This is an optimization exercise on Yosys and OpenROAD, whose aim is small area, a short achievable clock period and few clock cycles, not a production implementation.
The RTL was checked by simulation tests, not by an equivalence proof against the original design.
Power figures rest on the tool's default switching activity, not on a simulated workload.

**design/flow/run.sh**
```bash
#!/bin/bash
# synth_recipe.tcl (not shown) runs the flow's synth.tcl, then flattens the netlist and writes it again
# the make line also repeats each setting of config.mk as NAME=value (left out here)
make -C /OpenROAD-flow-scripts/flow DESIGN_CONFIG=/design/flow/config.mk WORK_HOME=/design/flow/orfs CLKGATE_MAP_FILE= SYNTH_SCRIPT=/design/flow/synth_recipe.tcl finish
```
**design/flow/config.mk**
```make
export PLATFORM = sky130hd
export DESIGN_NAME = esfaBenchmark
export DESIGN_NICKNAME = esfaBenchmark
export VERILOG_FILES = /design/flow/design.v
export SDC_FILE = /design/flow/constraint.sdc
export NUM_CORES = 4
export LEC_CHECK = 0
export CAP_MARGIN = 20
export CORE_MARGIN = 2
export CORE_UTILIZATION = 40
export CTS_CLUSTER_DIAMETER = 100
export CTS_CLUSTER_SIZE = 25
export SETUP_SLACK_MARGIN = 5
export SLEW_MARGIN = 20
```
**design/flow/constraint.sdc**
```tcl
create_clock -name core_clock -period 8.0 [get_ports {clk}]
set_input_delay 1.6000 -clock core_clock [delete_from_list [all_inputs] [get_ports {clk}]]
set_output_delay 1.6000 -clock core_clock [all_outputs]
set_load 0.01 [all_outputs]
```
**design/flow/design.v**
```verilog
package esfaPkg;
  typedef enum logic [7:0] {
    opWrite = 8'h00,
    opClear = 8'h01,
    opRead  = 8'h02,
    opFind  = 8'h03,
    opCount = 8'h04
  } esfaOpT;
  typedef struct packed {
    logic [15:0] spareHigh;
    logic [7:0]  expectedValue;
    esfaOpT      selector;
    logic [7:0]  newValue;
    logic [7:0]  newIndex;
    logic [7:0]  handle;
    logic [4:0]  spareLow;
    logic        endOfProgram;
    logic        expectedBool;
    logic        isMutating;
  } programWordT;
  localparam int StoredBits = 23;
  localparam int HandleHi   = 21;
  localparam int HandleLo   = 20;
  localparam logic [2:0] kindWrite = 3'd0;
  localparam logic [2:0] kindClear = 3'd1;
  localparam logic [2:0] kindRead  = 3'd2;
  localparam logic [2:0] kindFind  = 3'd3;
  localparam logic [2:0] kindCount = 3'd4;
  localparam logic [2:0] kindOther = 3'd5;
  localparam logic [2:0] kindEnd   = 3'd7;
  typedef struct packed {
    logic       isEnd;
    logic       isWrite;
    logic       isClear;
    logic       isRead;
    logic       isFind;
    logic       isCount;
    logic       checked;
    logic [1:0] handle;
    logic [3:0] index;
    logic [7:0] value;
    logic       expectedBool;
    logic [7:0] expectedValue;
  } stepT;
  function automatic logic [StoredBits-1:0] encodeWord(programWordT w);
    logic [2:0] kind;
    logic       checked;
    logic [1:0] writeClass;
    logic [4:0] findClass;
    logic [4:0] countClass;
    logic [StoredBits-1:0] e;
    if (w.endOfProgram)                kind = kindEnd;
    else if (w.selector == 8'h00)      kind = kindWrite;
    else if (w.selector == 8'h01)      kind = kindClear;
    else if (w.selector == 8'h02)      kind = kindRead;
    else if (w.selector == 8'h03)      kind = kindFind;
    else if (w.selector == 8'h04)      kind = kindCount;
    else                               kind = kindOther;
    checked = !w.isMutating && !w.endOfProgram;
    if (w.expectedValue == 8'h00)      writeClass = 2'd0;
    else if (w.expectedValue == 8'hFF) writeClass = 2'd1;
    else                               writeClass = 2'd2;
    if (w.expectedBool && w.expectedValue[7:4] == 4'd0)
      findClass = {1'b0, w.expectedValue[3:0]};
    else if (!w.expectedBool && w.expectedValue == 8'hFF)
      findClass = 5'd16;
    else
      findClass = 5'd17;
    if (w.expectedValue <= 8'd16 && w.expectedBool == (w.expectedValue != 8'd0))
      countClass = w.expectedValue[4:0];
    else
      countClass = 5'd17;
    e = '0;
    if (kind == kindWrite && checked && w.expectedBool) begin
      e = {1'b1, w.handle[1:0], w.newIndex[3:0], w.newValue, w.expectedValue};
    end else begin
      e[21:20] = w.handle[1:0];
      e[19]    = checked;
      e[18:16] = kind;
      case (kind)
        kindWrite: begin
          e[15:8] = w.newValue;
          e[5:4]  = writeClass;
          e[3:0]  = w.newIndex[3:0];
        end
        kindRead: begin
          e[12]   = w.expectedBool;
          e[11:8] = w.newIndex[3:0];
          e[7:0]  = w.expectedValue;
        end
        kindFind: begin
          e[15:8] = w.newValue;
          e[4:0]  = findClass;
        end
        kindCount: begin
          e[4:0]  = countClass;
        end
        default: begin
          e[8]    = w.expectedBool;
          e[7:0]  = w.expectedValue;
        end
      endcase
    end
    encodeWord = e;
  endfunction
  function automatic stepT decodeWord(logic [StoredBits-1:0] e);
    logic [2:0] kind;
    logic [4:0] cls;
    stepT       d;
    kind = e[18:16];
    cls  = e[4:0];
    d.handle = e[21:20];
    d.value  = e[15:8];
    if (e[22]) begin
      d.isEnd         = 1'b0;
      d.isWrite       = 1'b1;
      d.isClear       = 1'b0;
      d.isRead        = 1'b0;
      d.isFind        = 1'b0;
      d.isCount       = 1'b0;
      d.checked       = 1'b1;
      d.index         = e[19:16];
      d.expectedBool  = 1'b1;
      d.expectedValue = e[7:0];
    end else begin
      d.isEnd   = (kind == kindEnd);
      d.isWrite = (kind == kindWrite);
      d.isClear = (kind == kindClear);
      d.isRead  = (kind == kindRead);
      d.isFind  = (kind == kindFind);
      d.isCount = (kind == kindCount);
      d.checked = e[19];
      d.index   = (kind == kindWrite) ? e[3:0] : e[11:8];
      case (kind)
        kindWrite: begin
          d.expectedBool  = 1'b0;
          d.expectedValue = (e[5:4] == 2'd0) ? 8'h00 :
                            ((e[5:4] == 2'd1) ? 8'hFF : 8'h01);
        end
        kindRead: begin
          d.expectedBool  = e[12];
          d.expectedValue = e[7:0];
        end
        kindFind: begin
          d.expectedBool  = !cls[4];
          d.expectedValue = !cls[4] ? {4'd0, cls[3:0]} :
                            ((cls == 5'd16) ? 8'hFF : 8'h01);
        end
        kindCount: begin
          d.expectedBool  = (cls != 5'd0) && (cls <= 5'd16);
          d.expectedValue = (cls <= 5'd16) ? {3'd0, cls} : 8'h01;
        end
        default: begin
          d.expectedBool  = e[8];
          d.expectedValue = e[7:0];
        end
      endcase
    end
    decodeWord = d;
  endfunction
  typedef struct packed {
    logic       flag;
    logic [7:0] value;
  } esfaResultT;
endpackage
`timescale 1ns/100ps
module programStore (
  input  logic                           clk,
  input  logic                           load,
  input  logic [6-1:0] loadAddress,
  input  esfaPkg::programWordT           loadWord,
  input  logic [64-1:0]      readSelect,    
  output logic [esfaPkg::StoredBits-1:0] nextWord,      
  output logic [esfaPkg::StoredBits-1:0] firstWord,     
  output logic [esfaPkg::StoredBits-1:0] secondWord,    
  output logic                           pendingValid,
  output logic [6-1:0] pendingAddress,
  output logic [esfaPkg::StoredBits-1:0] pendingWord
);
  logic [esfaPkg::StoredBits-1:0] words [64];
  always_ff @(posedge clk) begin
    pendingValid   <= load;
    pendingAddress <= loadAddress;
    pendingWord    <= esfaPkg::encodeWord(loadWord);
  end
  always_ff @(posedge clk) begin
    if (pendingValid) begin
      words[pendingAddress] <= pendingWord;
    end
  end
  always_comb begin
    nextWord = '0;
    for (int a = 0; a < 64; a++) begin
      nextWord = nextWord |
                 (words[(a + 1) % 64] & {esfaPkg::StoredBits{readSelect[a]}});
    end
  end
  assign firstWord  = words[0];
  assign secondWord = words[1];
endmodule
`timescale 1ns/100ps
module esfaStore (
  input  logic                 clk,
  input  logic                 reset,
  input  esfaPkg::stepT        step,
  input  logic [16-1:0] indexSelect,  
  input  logic                 execute,     
  input  logic [1:0]           nextHandle,  
  input  logic                 track,       
  input  logic                 restore,     
  output esfaPkg::esfaResultT  result,
  output logic                 stepMatch    
);
  localparam int Entries = 16;
  localparam int Handles = 4;
  logic [Handles-1:0][Entries-1:0][7:0] entries;
  logic [Handles-1:0][Entries-1:0][7:0] entriesNext;
  logic [Handles-1:0][Entries-1:0][7:0] shadow;
  logic [Handles-1:0][4:0]              counts;
  logic [Handles-1:0][4:0]              countsNext;
  logic [Handles-1:0][4:0]              shadowCounts;
  esfaPkg::esfaResultT                  shadowResult;
  logic [Entries-1:0][7:0]              stepRow;
  logic [4:0]                           stepCount;
  logic [Entries-1:0]                   stepSet;      
  logic [7:0]                           oldEntry;
  logic                                 oldSet;
  logic                                 newSet;
  logic [4:0]                           writtenCount;
  logic                                 findHit;
  logic [3:0]                           findIndex;
  esfaPkg::esfaResultT                  queryResult;
  always_comb begin
    oldEntry = 8'd0;
    for (int i = 0; i < Entries; i++) begin
      oldEntry = oldEntry | (stepRow[i] & {8{indexSelect[i]}});
    end
  end
  assign oldSet   = |(stepSet & indexSelect);
  assign newSet   = (step.value != 8'd0);
  always_comb begin
    findHit   = 1'b0;
    findIndex = 4'd0;
    for (int i = Entries - 1; i >= 0; i--) begin
      if (stepRow[i] == step.value) begin
        findHit   = 1'b1;
        findIndex = 4'(i);
      end
    end
  end
  always_comb begin
    if (step.isRead) begin
      queryResult.flag  = oldSet;
      queryResult.value = oldEntry;
    end else if (step.isFind) begin
      queryResult.flag  = findHit;
      queryResult.value = findHit ? {4'd0, findIndex} : 8'hFF;
    end else begin
      queryResult.flag  = (stepCount != 5'd0);
      queryResult.value = {3'd0, stepCount};
    end
  end
  assign stepMatch = ((step.isRead || step.isFind || step.isCount) ? queryResult : result)
                     == {step.expectedBool, step.expectedValue};
  always_comb begin
    if (!oldSet && newSet) begin
      writtenCount = stepCount + 5'd1;
    end else if (oldSet && !newSet) begin
      writtenCount = stepCount - 5'd1;
    end else begin
      writtenCount = stepCount;
    end
  end
  always_comb begin
    for (int h = 0; h < Handles; h++) begin
      if (!reset) begin
        countsNext[h] = 5'd0;
      end else if (restore) begin
        countsNext[h] = shadowCounts[h];
      end else if (execute && step.handle == 2'(h) && step.isClear) begin
        countsNext[h] = 5'd0;
      end else if (execute && step.handle == 2'(h) && step.isWrite) begin
        countsNext[h] = writtenCount;
      end else begin
        countsNext[h] = counts[h];
      end
      for (int i = 0; i < Entries; i++) begin
        if (!reset) begin
          entriesNext[h][i] = 8'd0;
        end else if (restore) begin
          entriesNext[h][i] = shadow[h][i];
        end else if (execute && step.handle == 2'(h) && step.isClear) begin
          entriesNext[h][i] = 8'd0;
        end else if (execute && step.handle == 2'(h) && step.isWrite &&
                     indexSelect[i]) begin
          entriesNext[h][i] = step.value;
        end else begin
          entriesNext[h][i] = entries[h][i];
        end
      end
    end
  end
  always_ff @(posedge clk) begin
    entries   <= entriesNext;
    counts    <= countsNext;
    stepRow   <= entriesNext[nextHandle];
    for (int i = 0; i < Entries; i++) begin
      stepSet[i] <= (entriesNext[nextHandle][i] != 8'd0);
    end
    stepCount <= countsNext[nextHandle];
  end
  always_ff @(posedge clk) begin
    if (restore) begin
      result <= shadowResult;
    end else if (execute && (step.isRead || step.isFind || step.isCount)) begin
      result <= queryResult;
    end
  end
  always_ff @(posedge clk) begin
    if (track) begin
      shadow       <= entries;
      shadowCounts <= counts;
      shadowResult <= result;
    end
  end
endmodule
`timescale 1ns/100ps
module benchmarkRunner (
  input  logic                           clk,
  input  logic                           reset,
  input  logic                           doRun,
  input  logic                           load,
  input  logic [6-1:0] loadAddress,
  input  logic                           pendingValid,    
  input  logic [6-1:0] pendingAddress,
  input  logic [esfaPkg::StoredBits-1:0] pendingWord,
  output logic [64-1:0]      readSelect,
  input  logic [esfaPkg::StoredBits-1:0] readNextWord,
  input  logic [esfaPkg::StoredBits-1:0] readFirstWord,
  input  logic [esfaPkg::StoredBits-1:0] readSecondWord,
  output esfaPkg::stepT                  exStep,
  output logic [16-1:0]       exIndexSelect,   
  output logic [1:0]                     nextHandle,
  output logic                           execute,
  output logic                           track,
  output logic                           restore,
  input  logic                           stepMatch,
  output logic                           isRunning,
  output logic                           wasSuccessful,
  output logic [6-1:0] failStep
);
  localparam int AW = 6;
  logic [AW-1:0]             nextAddress;
  logic [64-1:0] nextSelect;
  logic                      exValid;
  logic [AW-1:0]             exAddress;
  logic                      failed;
  logic [AW-1:0]             ckAddress;
  logic                dirty;
  logic                full;
  logic                stopped;
  logic                stopPass;
  logic [AW-1:0]       stopStep;
  logic                pendingHit;
  logic                pendingBelow;
  logic                pendingZero;
  logic                fromMemory;
  logic                restart;
  logic                idleFetch;
  logic                goOne;
  logic [esfaPkg::StoredBits-1:0] fetchWord;
  logic [esfaPkg::StoredBits-1:0] aheadWord;
  esfaPkg::stepT       readStep;
  logic                goZero;
  logic                goInc;
  logic [AW-1:0]       addressInc;
  logic [AW-1:0]       addressNext;
  logic [esfaPkg::StoredBits-1:0] aheadNext;
  logic [esfaPkg::StoredBits-1:0] firstWord;
  logic                runHeld;
  logic                startRun;
  logic                loading;
  logic                endNow;
  logic                stopNow;
  logic                take;
  logic                invalid;
  logic                finish;
  assign readSelect = nextSelect;
  assign firstWord = (pendingValid && pendingZero) ? pendingWord : readFirstWord;
  always_comb begin
    if (finish) begin
      fetchWord = firstWord;
    end else if (pendingHit || restart) begin
      fetchWord = pendingWord;
    end else begin
      fetchWord = aheadWord;
    end
  end
  assign readStep = esfaPkg::decodeWord(fetchWord);
  assign startRun = !isRunning && doRun && !runHeld;
  assign execute = exValid && !stopped && !failed;
  assign endNow  = execute && exStep.isEnd;
  assign stopNow = failed || endNow;
  assign loading = !isRunning && pendingValid;
  assign invalid   = loading && (full || pendingBelow);
  assign restart   = invalid && pendingZero;
  assign take      = loading && !full && !stopped && pendingHit;
  assign idleFetch = !isRunning && !invalid && !full && !stopped &&
                     (fromMemory || take);
  assign nextHandle = fetchWord[esfaPkg::HandleHi:esfaPkg::HandleLo];
  assign restore = reset && invalid;
  assign track   = !dirty;
  assign finish = isRunning && (stopped || stopNow);
  assign goZero = !reset || (!isRunning && invalid && !restart);
  assign goOne  = !goZero && (isRunning ? finish : restart);
  assign goInc  = !goZero && !goOne && (isRunning || idleFetch);
  assign addressInc  = nextAddress + 1'b1;
  assign addressNext = goZero ? '0 : (goOne ? AW'(1) : (goInc ? addressInc : nextAddress));
  always_comb begin
    if (goZero) begin
      aheadNext = firstWord;
    end else if (goOne) begin
      aheadNext = (pendingValid && pendingAddress == AW'(1)) ? pendingWord : readSecondWord;
    end else if (goInc) begin
      aheadNext = (pendingValid && pendingAddress == addressInc) ? pendingWord : readNextWord;
    end else begin
      aheadNext = pendingHit ? pendingWord : aheadWord;
    end
  end
  always_ff @(posedge clk) begin
    aheadWord    <= aheadNext;
    pendingHit   <= load && (loadAddress == addressNext);
    pendingBelow <= load && (loadAddress < addressNext);
    pendingZero  <= (loadAddress == '0);
  end
  always_ff @(posedge clk) begin
    exStep    <= readStep;
    exAddress <= (finish || restart) ? '0 : nextAddress;
    for (int i = 0; i < 16; i++) begin
      exIndexSelect[i] <= (readStep.index == 4'(i));
    end
  end
  always_ff @(posedge clk) begin
    if (!reset) begin
      nextAddress    <= '0;
      nextSelect     <= 64'(1);
      exValid        <= 1'b0;
      failed         <= 1'b0;
      dirty          <= 1'b0;
      full           <= 1'b0;
      stopped        <= 1'b0;
      isRunning      <= 1'b0;
      wasSuccessful  <= 1'b1;
      failStep       <= '0;
      runHeld        <= 1'b0;
      fromMemory     <= 1'b0;
    end else begin
      if (!doRun) begin
        runHeld <= 1'b0;
      end
      failed    <= execute && exStep.checked && !stepMatch;
      ckAddress <= exAddress;
      if (execute) begin
        exValid <= 1'b0;
        if (!isRunning) begin
          dirty <= 1'b1;
        end
      end
      if (failed) begin
        stopped  <= 1'b1;
        stopPass <= 1'b0;
        stopStep <= ckAddress;
      end else if (endNow) begin
        stopped  <= 1'b1;
        stopPass <= 1'b1;
        stopStep <= '0;
      end
      if (isRunning) begin
        if (finish) begin
          isRunning     <= 1'b0;
          wasSuccessful <= stopped ? stopPass : endNow;
          failStep      <= stopped ? stopStep : (failed ? ckAddress : '0);
          nextAddress   <= AW'(1);
          nextSelect    <= 64'(2);
          exValid       <= 1'b1;
          fromMemory    <= 1'b1;
          failed        <= 1'b0;
          stopped       <= 1'b0;
          dirty         <= 1'b0;
          full          <= 1'b0;
        end else begin
          exValid     <= 1'b1;
          nextAddress <= nextAddress + 1'b1;
          nextSelect  <= {nextSelect[64-2:0], nextSelect[64-1]};
        end
      end else begin
        if (startRun) begin
          runHeld   <= 1'b1;
          isRunning <= 1'b1;
        end
        if (invalid) begin
          full        <= 1'b0;
          stopped     <= 1'b0;
          failed      <= 1'b0;
          dirty       <= 1'b0;
          fromMemory  <= 1'b0;
          if (restart) begin
            exValid     <= 1'b1;
            nextAddress <= AW'(1);
            nextSelect  <= 64'(2);
          end else begin
            exValid     <= 1'b0;
            nextAddress <= '0;
            nextSelect  <= 64'(1);
          end
        end else if (idleFetch) begin
          exValid     <= 1'b1;
          nextAddress <= nextAddress + 1'b1;
          nextSelect  <= {nextSelect[64-2:0], nextSelect[64-1]};
          if (&nextAddress) begin
            full <= 1'b1;
          end
        end
      end
    end
  end
endmodule
`timescale 1ns/100ps
module esfaBenchmark (
  input  logic                           clk,
  input  logic                           reset,
  input  logic                           load,
  input  logic [6-1:0] loadAddress,
  input  esfaPkg::programWordT           loadWord,
  input  logic                           doRun,
  output logic                           isRunning,
  output logic                           wasSuccessful,
  output logic [6-1:0] failStep
);
  logic [64-1:0]      readSelect;
  logic                           stepMatch;
  logic                           pendingValid;
  logic [6-1:0] pendingAddress;
  logic [esfaPkg::StoredBits-1:0] pendingWord;
  logic [esfaPkg::StoredBits-1:0] readNextWord;
  logic [esfaPkg::StoredBits-1:0] readFirstWord;
  logic [esfaPkg::StoredBits-1:0] readSecondWord;
  logic [16-1:0]       exIndexSelect;
  esfaPkg::stepT                  exStep;
  logic                           execute;
  logic [1:0]                     nextHandle;
  logic                           track;
  logic                           restore;
  esfaPkg::esfaResultT            result;
  programStore programMemory (
    .clk        (clk),
    .load       (load),
    .loadAddress(loadAddress),
    .loadWord   (loadWord),
    .readSelect    (readSelect),
    .nextWord      (readNextWord),
    .firstWord     (readFirstWord),
    .secondWord    (readSecondWord),
    .pendingValid  (pendingValid),
    .pendingAddress(pendingAddress),
    .pendingWord   (pendingWord)
  );
  esfaStore store (
    .clk    (clk),
    .reset  (reset),
    .step      (exStep),
    .indexSelect(exIndexSelect),
    .execute   (execute),
    .nextHandle(nextHandle),
    .track  (track),
    .restore(restore),
    .result    (result),
    .stepMatch (stepMatch)
  );
  benchmarkRunner runner (
    .clk          (clk),
    .reset        (reset),
    .doRun        (doRun),
    .load         (load),
    .loadAddress  (loadAddress),
    .pendingValid (pendingValid),
    .pendingAddress(pendingAddress),
    .pendingWord  (pendingWord),
    .readSelect   (readSelect),
    .readNextWord (readNextWord),
    .readFirstWord(readFirstWord),
    .readSecondWord(readSecondWord),
    .exStep       (exStep),
    .exIndexSelect(exIndexSelect),
    .nextHandle   (nextHandle),
    .execute      (execute),
    .track        (track),
    .restore      (restore),
    .stepMatch    (stepMatch),
    .isRunning    (isRunning),
    .wasSuccessful(wasSuccessful),
    .failStep     (failStep)
  );
endmodule
```
==> summary.txt, run 1 <==
- Leak pwr: 0.0460 uW
- Ys flop type: edfxtp_1
- Antenna violation net count after detailed routing: 0
- RR Startpoint: runner.exStep[13]
- Fin nets: 8339
- Post-synthesis cell type count: 78
- Cell Area, Synth: 111000 sq um
- Max-slew headroom: 19.4%
- Worst Setup SP: runner.exStep[13]
- Hold Vio Cnt, Final: 0
- Clk buf depth: 3
- Post-Synthesis Cells: 8030
- Initial antenna violation count: 34
- Vias: 79871
- Post-DP HPWL: 219000 microns
- Crit. End Element: flip-flop
- Fin crit period: 3.31 ns
- First-pass GRT wire length: 614000 microns
- Clk pwr share: 28.6%
- Status: timing/DRC/antenna clean
- Gr busiest metal: met2
- Sequential Area: 78900 sq um
- Area of the multi-input gates: 32100 sq um
- Die Ht: 531 microns
- Post-synth top area cell: edfxtp_1
- Worst skew pair latency: 0.90 ns
- Area delta synth->final: 15.7%
- Average size of a mapped cell: 13.8 sq um
- RSZ-0062 raised after global routing: true
- Count leader, synth: edfxtp_1
- Met3 usage: 9.73%
- Synth Register Bits: 2905
- Yosys warnings: 3
- HP Class: reg -> reg
- Total gr overflow: 0
- Post-route insts no fill: 12078
- Worst path required time: 8.76 ns
- Met2 usage: 46.9%
- Seq pwr share: 58.6%
- Vias per Instance: 6.61
- Layout cell share with drive strength beyond 1: 14.7%
- Final Skew: 0.0519 ns
- Fmax: 302 MHz
- Clock Tree Root: clkbuf_16
- Rows: 193
- Synth top area share: 55.7%
- WS Path Type: reg -> reg
- Cell total after placement: 11458
- Final Core Density: 46.4%
- Combinational Power Share: 12.8%
- Synth cell count leaders: edfxtp_1, nand2_1, dfxtp_1, mux2i_1, o21ai_0
- Pwr dens: 229 nW/um^2
- GR Util met1: 41.2%
- Max-Cap Viols: 0
- Starting density of the core: 40.1%
- DR WL/cell: 38.1 microns
- Async SR Flop Fraction: 0%
- Largest net degree at the start of global routing: 167
- Crit start category: flip-flop
- CTS tree: done
- DRC Markers: 0
- Post-synth EDFFs: 2058
- VDD IR max: 0.277 mV
- # clock sinks: 2905
- Max-slew violation count: 0
- Layout fillers: 24127
- Initial drt markers: 14768
- DIE WIDTH: 531 microns
- All-layer global routing usage: 31.6%
- Sequential area share after synthesis: 71.0%
- HP Start: runner.exAddress[3]
- H-tree depth: 4
- # IOs: 82
- Final estimated routing congestion in global placement: 0.884
- Psw: 7970 uW
- Crit path max fanout: 30
- Cts bufs inserted: 137
- Synth top area cells: edfxtp_1, dfxtp_1, mux2i_1
- Internal power: 21400 uW
- Tcrit/Tclk final: 41.4%
- Total die area: 281000 sq um
- PortBufs: 50
- Critical path data arrival time: 4.07 ns
- Worst slew pin tran: 1.21 ns
- DR pass1 iterations: 7
- Final WL: 460000 microns
- Core Area: 276000 sq um
- Final setup violation count: 0
- Register clock-pin slew on the reported worst setup and hold paths: 0.11 ns
- Vias in the first global route: 73623
- Syn Nets: 8116
- Sw Ratio: 27.1%
==> sequential cells by signal, summed over array words and instances, names as in the netlist, 5 cells and up <==
name / flops
runner.exIndexSelect: 16
store.stepSet: 16
store.shadow: 512
runner.nextAddress: 6
store.entries: 512
runner.nextSelect: 64
runner.exAddress: 6
store.stepCount: 5
store.shadowCounts: 20
store.shadowResult: 9
runner.aheadWord: 23
runner.ckAddress: 6
store.counts: 20
runner.stopStep: 6
store.stepRow: 128
programMemory.words: 1472
runner.failStep: 6
programMemory.pendingAddress: 6
programMemory.pendingWord: 23
runner.exStep: 26
store.result: 9
==> cells in the final DEF (no fill, tap or decap), types with 100 or more instances in the layout <==
| cell | instances |
|---|---|
| a21o_1 | 100 |
| a221oi_1 | 270 |
| a22o_1 | 286 |
| a22oi_1 | 303 |
| buf_4 | 348 |
| clkbuf_16 | 144 |
| dfxtp_1 | 773 |
| edfxtp_1 | 2058 |
| mux2i_1 | 634 |
| nand2_1 | 876 |
| nand4_1 | 119 |
| nor2_1 | 184 |
| o21ai_0 | 592 |
==> worst max-delay path, cell delays in order, from the launching register on <==
cell and delay [ns]:
dfxtp_4 0.54, buf_12 0.28, xor2_1 0.11, nor4_1 0.36
nand2_1 0.23, o21ai_0 0.29, a211oi_1 0.16, nor3_2 0.42
buf_4 0.20, nand3_1 0.07, a41o_1 0.25, a31oi_4 0.22
==> worst paths after layout <==
path	endpoint	slack (ns)	cells past startpoint
worst max-delay path	runner.failed	4.69	11
worst min-delay path	runner.ckAddress[3]	0.41	0
worst max register to register	runner.failed	4.69	11
worst min register to register	runner.ckAddress[3]	0.41	0
==> power groups by stage <==
stage                     clock network, uW  registers (uW)  logic [uW]
after floorplan                           0           17300        1410
after global placement                    0           17500        2140
after detailed placement                  0           17600        2160
after CTS                              8360           17200        3460
after global routing                   8830           17200        3790
final                                  8380           17200        3770
==> stage by stage <==
step	TNS, ns	hold slack [ns]	power (uW)	cell area (sq um)	setup slack [ns]
floorplan	-462.06	0.386	18700	111000	-0.854
finish	0	0.412	29400	128000	4.69
global route	0	0.427	29900	128000	4.74
detailed placement	0	0.389	19700	116000	3.26
CTS	0	0.411	29000	127000	4.83
global placement	0	0.387	19700	116000	3.30
==> cells by family (layout without fill, tap and decap cells) <==
group / after synthesis / in the layout / synth area share (%)
AO/OA/AOI/OAI: 1943 / 1944 / 12.4
XOR/XNOR: 152 / 152 / 1.20
adder cells (fa/ha/maj): 12 / 12 / 0.135
buffers and inverters: 600 / 927 / 2.19
flip-flops: 2905 / 2905 / 71.0
multiplexers: 663 / 663 / 5.99
other: 0 / 14 / 0
AND/OR/NAND/NOR: 1755 / 1756 / 7.06
==> per-layer routing <==
metal | vias to the layer above | wire [microns]
met2 | 6813 | 197000
met1 | 40345 | 163000
met3 | 1556 | 68900
met4 | 26 | 31700
met5 | - | 179
li1 | 31131 | -
==> area by class of cell <==
type                            count  area share (%)
Antenna cell                       14          0.0273
Timing Repair inverter             12           0.167
Inverter                           39           0.154
Clock inverter                     24           0.310
Tap cell                         3705            3.61
Timing Repair Buffer              631            6.30
Clock buffer                      221            2.94
Sequential cell                  2905            61.5
Multi-Input combinational cell   4527            25.0
==> timing repair <==
item,CTS,global route
resized for setup,596,158
pin swaps,94,103
hold buffers,0,0
endpoints found under the setup margin,955,119
gates cloned,75,6
setup buffers,228,52
Testbench counts, summed over its fixed seeds: cycles 14,989.
==> run 2, diff against run 1 <==
--- a/design/flow/config.mk
+++ b/design/flow/config.mk
@@ -9,6 +9,6 @@
 export CORE_MARGIN = 2
 export CORE_UTILIZATION = 40
-export CTS_CLUSTER_DIAMETER = 100
-export CTS_CLUSTER_SIZE = 25
+export CTS_CLUSTER_DIAMETER = 80
+export CTS_CLUSTER_SIZE = 20
 export SETUP_SLACK_MARGIN = 5
 export SLEW_MARGIN = 20
==> summary.txt, run 2 <==
- Commonest non-fill, non-tap cell in the layout: edfxtp_1
- Starting density of the core: 40.1%
- Largest net degree at the start of global routing: 167
- Synth top area cells: edfxtp_1, dfxtp_1, mux2i_1
- Hold Vio Cnt, Final: 0
- Total gr overflow: 0
- Status: timing/DRC/antenna clean
- Fin nets: 8443
- Ys flop type: edfxtp_1
- Antenna violation net count after detailed routing: 0
- Crit start category: flip-flop
- RSZ-0062 raised after global routing: true
- DR pass1 iterations: 12
- Most flop-heavy register: programMemory.words
- Final Skew: 0.0759 ns
- Layout cell share with drive strength beyond 1: 15.9%
- Pwr dens: 234 nW/um^2
- Post-synthesis cell type count: 78
- Post-route setup TNS: 0 ns
- Total die area: 281000 sq um
- Register clock-pin slew on the reported worst setup and hold paths: 0.08 ns
- CP Cell Sequence: a22o_1 > a221oi_2 > nand4_1 > o22ai_1 > nor3_1 > a211oi_2 > a21oi_1 > nor4b_2 > a31oi_4
- Count leader, synth: edfxtp_1
- # clock sinks: 2905
- Post-DP HPWL: 219000 microns
- Async SR Flop Fraction: 0%
- DIE WIDTH: 531 microns
- Post-route insts no fill: 12236
- Max-Cap Viols: 0
- Yosys warnings: 3
- Crit path max fanout: 13
- Fmax: 314 MHz
- PortBufs: 50
- Crit. End Element: flip-flop
- DR WL/cell: 38.0 microns
- HP Class: reg -> reg
- Average size of a mapped cell: 13.8 sq um
- Largest regs: programMemory.words: 1472 flops, store.entries: 512 flops, store.shadow: 512 flops
- Cell Area, Synth: 111000 sq um
- # IOs: 82
- Vias in the first global route: 74247
- Post-synth EDFFs: 2058
- Cell total after placement: 11458
- Vias: 80592
- Slowest CP cell: nand4_1
- All-layer global routing usage: 31.8%
- Synth top area share: 55.7%
- Synth Register Bits: 2905
- Die Ht: 531 microns
- Finished Cell Area: 130000 sq um
- Worst path required time: 8.70 ns
- Commonest cells after routing, fill and taps aside: edfxtp_1, nand2_1, dfxtp_1
- Synth cell count leaders: edfxtp_1, nand2_1, dfxtp_1, mux2i_1, o21ai_0
- Clk buf depth: 3
- Leak pwr: 0.0469 uW
- Cell Area, Placed: 116000 sq um
- Tcrit/Tclk final: 39.8%
- First-pass GRT wire length: 618000 microns
- Post-synth top area cell: edfxtp_1
- Sequential area share after synthesis: 71.0%
- Rows: 193
- CTS tree: done
- Core Area: 276000 sq um
- Final estimated routing congestion in global placement: 0.884
- CP max stage delay: 0.50 ns
- Fin crit period: 3.18 ns
- Worst slew pin tran: 1.17 ns
- H-tree depth: 4
- Max-slew violation count: 0
- Max-slew headroom: 22.3%
- Final WL: 465000 microns
- Max FFs per register: 1472
- Cts hold-fix bufs: 0
- Vias per Instance: 6.59
- Critical path data arrival time: 3.89 ns
- DRC Markers: 0
- Layout fillers: 23929
- Clock Tree Root: clkbuf_16
- Final setup violation count: 0
- VDD IR max: 0.277 mV
- Post-Synthesis Cells: 8030
- WS Path Type: reg -> reg
- Cts bufs inserted: 168
- Initial antenna violation count: 38
- Area delta synth->final: 17.5%
- Worst skew pair latency: 0.93 ns
- Initial drt markers: 14921
- Syn Nets: 8116
[run 2: cell count changes in the layout (fill, tap and decap cells not counted), sizes merged]
| cell | before | now |
|---|---|---|
| clkinv | 21 | 23 |
| dlymetal6s2s | 1 | 0 |
| inv | 53 | 52 |
| diode | 14 | 38 |
| buf | 563 | 635 |
| bufbuf | 20 | 17 |
| clkdlybuf4s50 | 38 | 39 |
| clkbuf | 228 | 292 |
[run 2: cell type report]
class                           count  area (sq um)  area share [%]
Antenna cell                       38          95.1          0.0730
Clock buffer                      280          4710            3.61
Clock inverter                     26           490           0.376
Inverter                           39           198           0.152
Multi-Input combinational cell   4527         32200            24.8
Sequential cell                  2905         78900            60.6
Tap cell                         3705          4640            3.56
Timing Repair Buffer              705          8790            6.75
Timing Repair inverter             11           225           0.173
[run 2: path summary, 6_finish.rpt]
path	startpoint	cells past startpoint	slack, ns	end
setup / recovery	runner.exIndexSelect[10]	9	4.82	runner.failed
hold / removal	store.entries[508]	0	0.40	store.shadow[508]
setup reg to reg	runner.exIndexSelect[10]	9	4.82	runner.failed
hold reg to reg	store.entries[508]	0	0.40	store.shadow[508]
[run 2: through the flow]
stage               hold slack (ns)  utilization [%]  worst slack [ns]  total power [uW]
global route                  0.414             47.1              4.79             31000
detailed placement            0.389             42.1              3.26             19700
finish                        0.396             47.2              4.82             30500
CTS                           0.401             46.2              4.87             29900
global placement              0.387             42.1              3.30             19700
floorplan                     0.386                -            -0.854             18700
[run 2: cell families after synthesis]
| logic type | count (synthesis) | synth area share (%) |
|---|---|---|
| flip-flops | 2905 | 71.0 |
| AO/OA/AOI/OAI | 1943 | 12.4 |
| AND/OR/NAND/NOR | 1755 | 7.06 |
| multiplexers | 663 | 5.99 |
| buffers and inverters | 600 | 2.19 |
| XOR/XNOR | 152 | 1.20 |
| adder cells (fa/ha/maj) | 12 | 0.135 |
[run 2: worst max-delay path: cells and delay by family (launching register included)]
family,cells,cell delay (ns)
compound gates,6,1.56
flops,1,0.46
simple gates,3,0.94
[run 2: timing repair]
action / in CTS / in global routing
hold endpoints to repair: 0 / 0
buffers inserted: 233 / 117
setup endpoints to repair: 940 / 111
resized for setup: 561 / 270
pin swaps: 81 / 103
gates cloned: 72 / 12
[run 2: power breakdown]
group / switching [uW] / internal, uW / leakage (uW)
Combinational: 2500 / 1360 / 0.0183
Clock: 5230 / 4150 / 0.00246
Sequential: 517 / 16700 / 0.0262
Total: 8250 / 22200 / 0.0469
[run 2: routing by layer]
metal  GRT usage, %  share of wire [%]  vias to the layer above  wire length (microns)
li1               -                  -                    31421                      -
met1           41.5                 35                    40625                 164000
met2           46.9                 43                     6971                 198000
met3           10.1                 15                     1549                  71000
met4           17.6                6.8                       26                  31700
met5              0              0.052                        -                    244
==> run 3, diff against run 2 <==
--- a/design/flow/design.v
+++ b/design/flow/design.v
@@ -230,4 +230,8 @@
   logic                                 findHit;
   logic [3:0]                           findIndex;
+  logic [Entries-1:0]                   findMatch;    
+  logic [Entries-1:0]                   expectAt;     
+  logic [Entries-1:0]                   expectBelow;  
+  logic                                 findPass;
   esfaPkg::esfaResultT                  queryResult;
   always_comb begin
@@ -261,6 +265,17 @@
     end
   end
-  assign stepMatch = ((step.isRead || step.isFind || step.isCount) ? queryResult : result)
-                     == {step.expectedBool, step.expectedValue};
+  always_comb begin
+    for (int i = 0; i < Entries; i++) begin
+      findMatch[i]   = (stepRow[i] == step.value);
+      expectAt[i]    = step.expectedBool && (step.expectedValue == 8'(i));
+      expectBelow[i] = step.expectedBool && (step.expectedValue[7:4] == 4'd0) &&
+                       (4'(i) < step.expectedValue[3:0]);
+    end
+  end
+  assign findPass = (|(findMatch & expectAt) && !(|(findMatch & expectBelow))) ||
+                    (!(|findMatch) && !step.expectedBool && step.expectedValue == 8'hFF);
+  assign stepMatch = step.isFind ? findPass :
+                     (((step.isRead || step.isCount) ? queryResult : result)
+                      == {step.expectedBool, step.expectedValue});
   always_comb begin
     if (!oldSet && newSet) begin
==> summary.txt, run 3 <==
- Tcrit/Tclk final: 40.6%
- Clk pwr share: 31.4%
- Final estimated routing congestion in global placement: 0.967
- Xor/xnor share of the synthesized area: 1.17%
- Largest regs: programMemory.words: 1472 flops, store.entries: 512 flops, store.shadow: 512 flops
- Hold Vio Cnt, Final: 0
- PortBufs: 50
- # IOs: 82
- Antenna violation net count after detailed routing: 0
- Post-DP HPWL: 220000 microns
- Finished Cell Area: 128000 sq um
- Average size of a mapped cell: 14.1 sq um
- Count leader, synth: edfxtp_1
- Sw Ratio: 25.9%
- Synth top area cells: edfxtp_1, dfxtp_1, mux2i_1
- HP Start: store.entries[5]
- Die Ht: 530 microns
- Clock Tree Root: clkbuf_16
- Vias per Instance: 6.50
- Pwr dens: 232 nW/um^2
- Seq pwr share: 57.4%
- Post-synthesis compound-gate area fraction: 13.2%
- Internal power: 22100 uW
- GR Util met1: 37.3%
- Hold Crit Depth: 0
- Post-route insts no fill: 11902
- Fin crit period: 3.25 ns
- First-pass GRT wire length: 579000 microns
- Starting density of the core: 40.1%
- Post-synth top area cell: edfxtp_1
- Met3 usage: 6.51%
- Mux contribution to synthesized area: 6.46%
- # clock sinks: 2905
- CP max stage delay: 0.37 ns
- Most flop-heavy register: programMemory.words
- R2R Path End: runner.failed
- CTS tree: done
- Post-synth EDFFs: 2058
- Worst path required time: 8.66 ns
- Slowest CP cell: dfxtp_4
- Total gr overflow: 0
- Core Area: 276000 sq um
- Total die area: 281000 sq um
- Final WL: 432000 microns
- Crit path max fanout: 8
- HP Class: reg -> reg
- Worst slew pin tran: 1.13 ns
- All-layer global routing usage: 29.3%
- DR WL/cell: 36.3 microns
- RSZ-0062 raised after global routing: true
- Combinational Power Share: 11.2%
- Initial drt markers: 12543
- Rows: 193
- Hold Slack: 0.386 ns
- Yosys warnings: 3
- Largest family of logic cells by synthesized area: compound AO/OA/AOI/OAI gates
- Layout cell share with drive strength beyond 1: 15.6%
- Synth cell count leaders: edfxtp_1, dfxtp_1, mux2i_1, nand2_1, o21ai_0
- RR Startpoint: runner.exStep[14]
- Cell Area, Synth: 111000 sq um
- Vias in the first global route: 72010
- R2R depth: 12
- Largest net degree at the start of global routing: 160
- Leak pwr: 0.0456 uW
- Fmax: 308 MHz
- Post-synthesis cell type count: 94
- VDD IR max: 0.203 mV
- DR pass1 iterations: 10
- Worst skew pair latency: 0.92 ns
- Status: timing/DRC/antenna clean
- Max FFs per register: 1472
- Final Skew: 0.103 ns
- Cts bufs inserted: 177
- Post-Synthesis Cells: 7824
- Ys flop type: edfxtp_1
- Hold endpoint: store.shadow[5]
- R2r setup slk: 4.75 ns
- Gr busiest metal: met2
- Commonest cells after routing, fill and taps aside: edfxtp_1, dfxtp_1, mux2i_1
- Crit. End Element: flip-flop
- Register clock-pin slew on the reported worst setup and hold paths: 0.09 ns
- Top Family by Delay on Critical Path: compound AO/OA/AOI/OAI gates
- Sequential area share after synthesis: 71.2%
- Final setup violation count: 0
- Crit start category: flip-flop
- Vias: 77332
- WS Path Type: reg -> reg
- Area delta synth->final: 16.0%
- Initial antenna violation count: 17
- Max-slew violation count: 0
- Syn Nets: 7910
- Met2 usage: 45.5%
- Critical path data arrival time: 3.91 ns
- Post-route setup TNS: 0 ns
- Simple-gate area share of the yosys netlist: 5.69%
- Cts hold-fix bufs: 0
- Clk buf depth: 4
- Synth top area share: 55.8%
- H-tree depth: 4
- Synth Register Bits: 2905
- DRC Markers: 0
- Buffers and inverters on the worst path: 3
- Max-slew headroom: 24.4%
- Fin nets: 8148
- Max-Cap Viols: 0
- Synth Area in Adders: 0.154%
- Async SR Flop Fraction: 0%
- Cell total after placement: 11280
- CP Cell Sequence: buf_12 > buf_16 > buf_12 > xor2_1 > nor4_4 > o211ai_1 > a311oi_2 > o211ai_1 > a32oi_1 > a31oi_1 > xor2_1 > a41oi_4
- Psw: 7710 uW
- Commonest non-fill, non-tap cell in the layout: edfxtp_1
- DIE WIDTH: 530 microns
- Layout fillers: 24029
- Cell Area, Placed: 116000 sq um
## run 3: per-layer routing
layer / routed length, microns / share of wire, % / vias to the layer above
li1: - / - / 30909
met1: 155000 / 36 / 39234
met2: 194000 / 45 / 5764
met3: 50700 / 12 / 1421
met4: 33300 / 7.7 / 4
met5: 27 / 0.0062 / -
## run 3: timing repair
item / CTS / global route
gates cloned: 43 / 26
pin swaps: 64 / 97
resized for setup: 465 / 271
setup buffers: 157 / 82
setup endpoints to repair: 1673 / 147
## run 3: area by class of cell
type | count | area (sq um) | area share, %
diodes | 11 | 27.5 | 0.0214
clock inverters | 19 | 235 | 0.183
well taps | 3705 | 4640 | 3.61
clock buffers | 284 | 4880 | 3.80
flip-flops and latches | 2905 | 78900 | 61.5
multi-input cells | 4327 | 31700 | 24.7
repair buffers | 615 | 7660 | 5.97
inverters | 31 | 175 | 0.136
repair inverters | 5 | 97.6 | 0.0760
## run 3: how the worst max path moves through the flow
stage | startpoint | to | slack [ns] | depth (start not counted)
2_1_floorplan | runner.dirty | store.shadowCounts[0] | -0.85 | 1
3_3_place_gp | reset | store.stepSet[13] | 2.95 | 12
3_5_place_dp | reset | store.stepSet[13] | 2.97 | 12
4_1_cts | runner.exStep[14] | runner.failed | 4.72 | 10
5_1_grt | runner.exStep[14] | runner.failed | 4.74 | 12
6_report | runner.exStep[14] | runner.failed | 4.75 | 12
## run 3: logic make-up after synthesis
family                   after synthesis
XOR/XNOR                             148
AO/OA/AOI/OAI                       2073
AND/OR/NAND/NOR                     1378
flip-flops                          2905
buffers and inverters                594
multiplexers                         712
adder cells (fa/ha/maj)               14
## run 3: power groups by stage
stage               clock (uW)  sequential (uW)  combinational [uW]
floorplan                    0            17300                1450
global placement             0            17500                2150
detailed placement           0            17500                2170
CTS                       9370            17100                2960
global route              9880            17100                3440
finish                    9360            17100                3350
## run 3: stage by stage
step | setup WS, ns | power, uW | utilization (%)
finish | 4.75 | 29800 | 46.5
global route | 4.74 | 30500 | 46.5
CTS | 4.72 | 29400 | 45.7
detailed placement | 2.97 | 19700 | 42.2
global placement | 2.95 | 19600 | 42.2
floorplan | -0.854 | 18700 | -
Testbench counts of run 3, summed over its fixed seeds: cycles 14,989.

## what the ideal ports hide
How much do the figures lean on ideal ports? The routed layouts below were timed once more, with nothing changed but the port constraints.
Step 1 (the two cells are an assumption about what drives the block):
set clk [get_ports {clk}]
set_driving_cell -lib_cell sky130_fd_sc_hd__clkbuf_16 $clk
set_driving_cell -lib_cell sky130_fd_sc_hd__buf_2 [delete_from_list [all_inputs] $clk]
Step 2 adds t to the input delays and takes it off the output delays; t is the mean of the earliest and latest rising clock arrival at the registers after step 1. Input paths then give back, and output paths get back, about the clock's delay inside the block.
Three values: ideal, step 1, step 2; two values: the first two.
run | shift t [ns] | setup WS [ns] | worst setup path at the end | worst slew at a driven data input, ns
run 1 | 0.978 | 4.689 / 4.689 / 3.944 | input to register | 0.06
run 2 | 0.988 | 4.817 / 4.817 / 3.957 | input to register | 0.05
run 3 | 0.968 | 4.748 / 4.748 / 4.111 | input to register | 0.04
After both steps setup and hold are still met in every run listed. The setup slack of run 2, which loses most, moves by 0.000 ns with the drivers and by -0.860 ns with both steps.
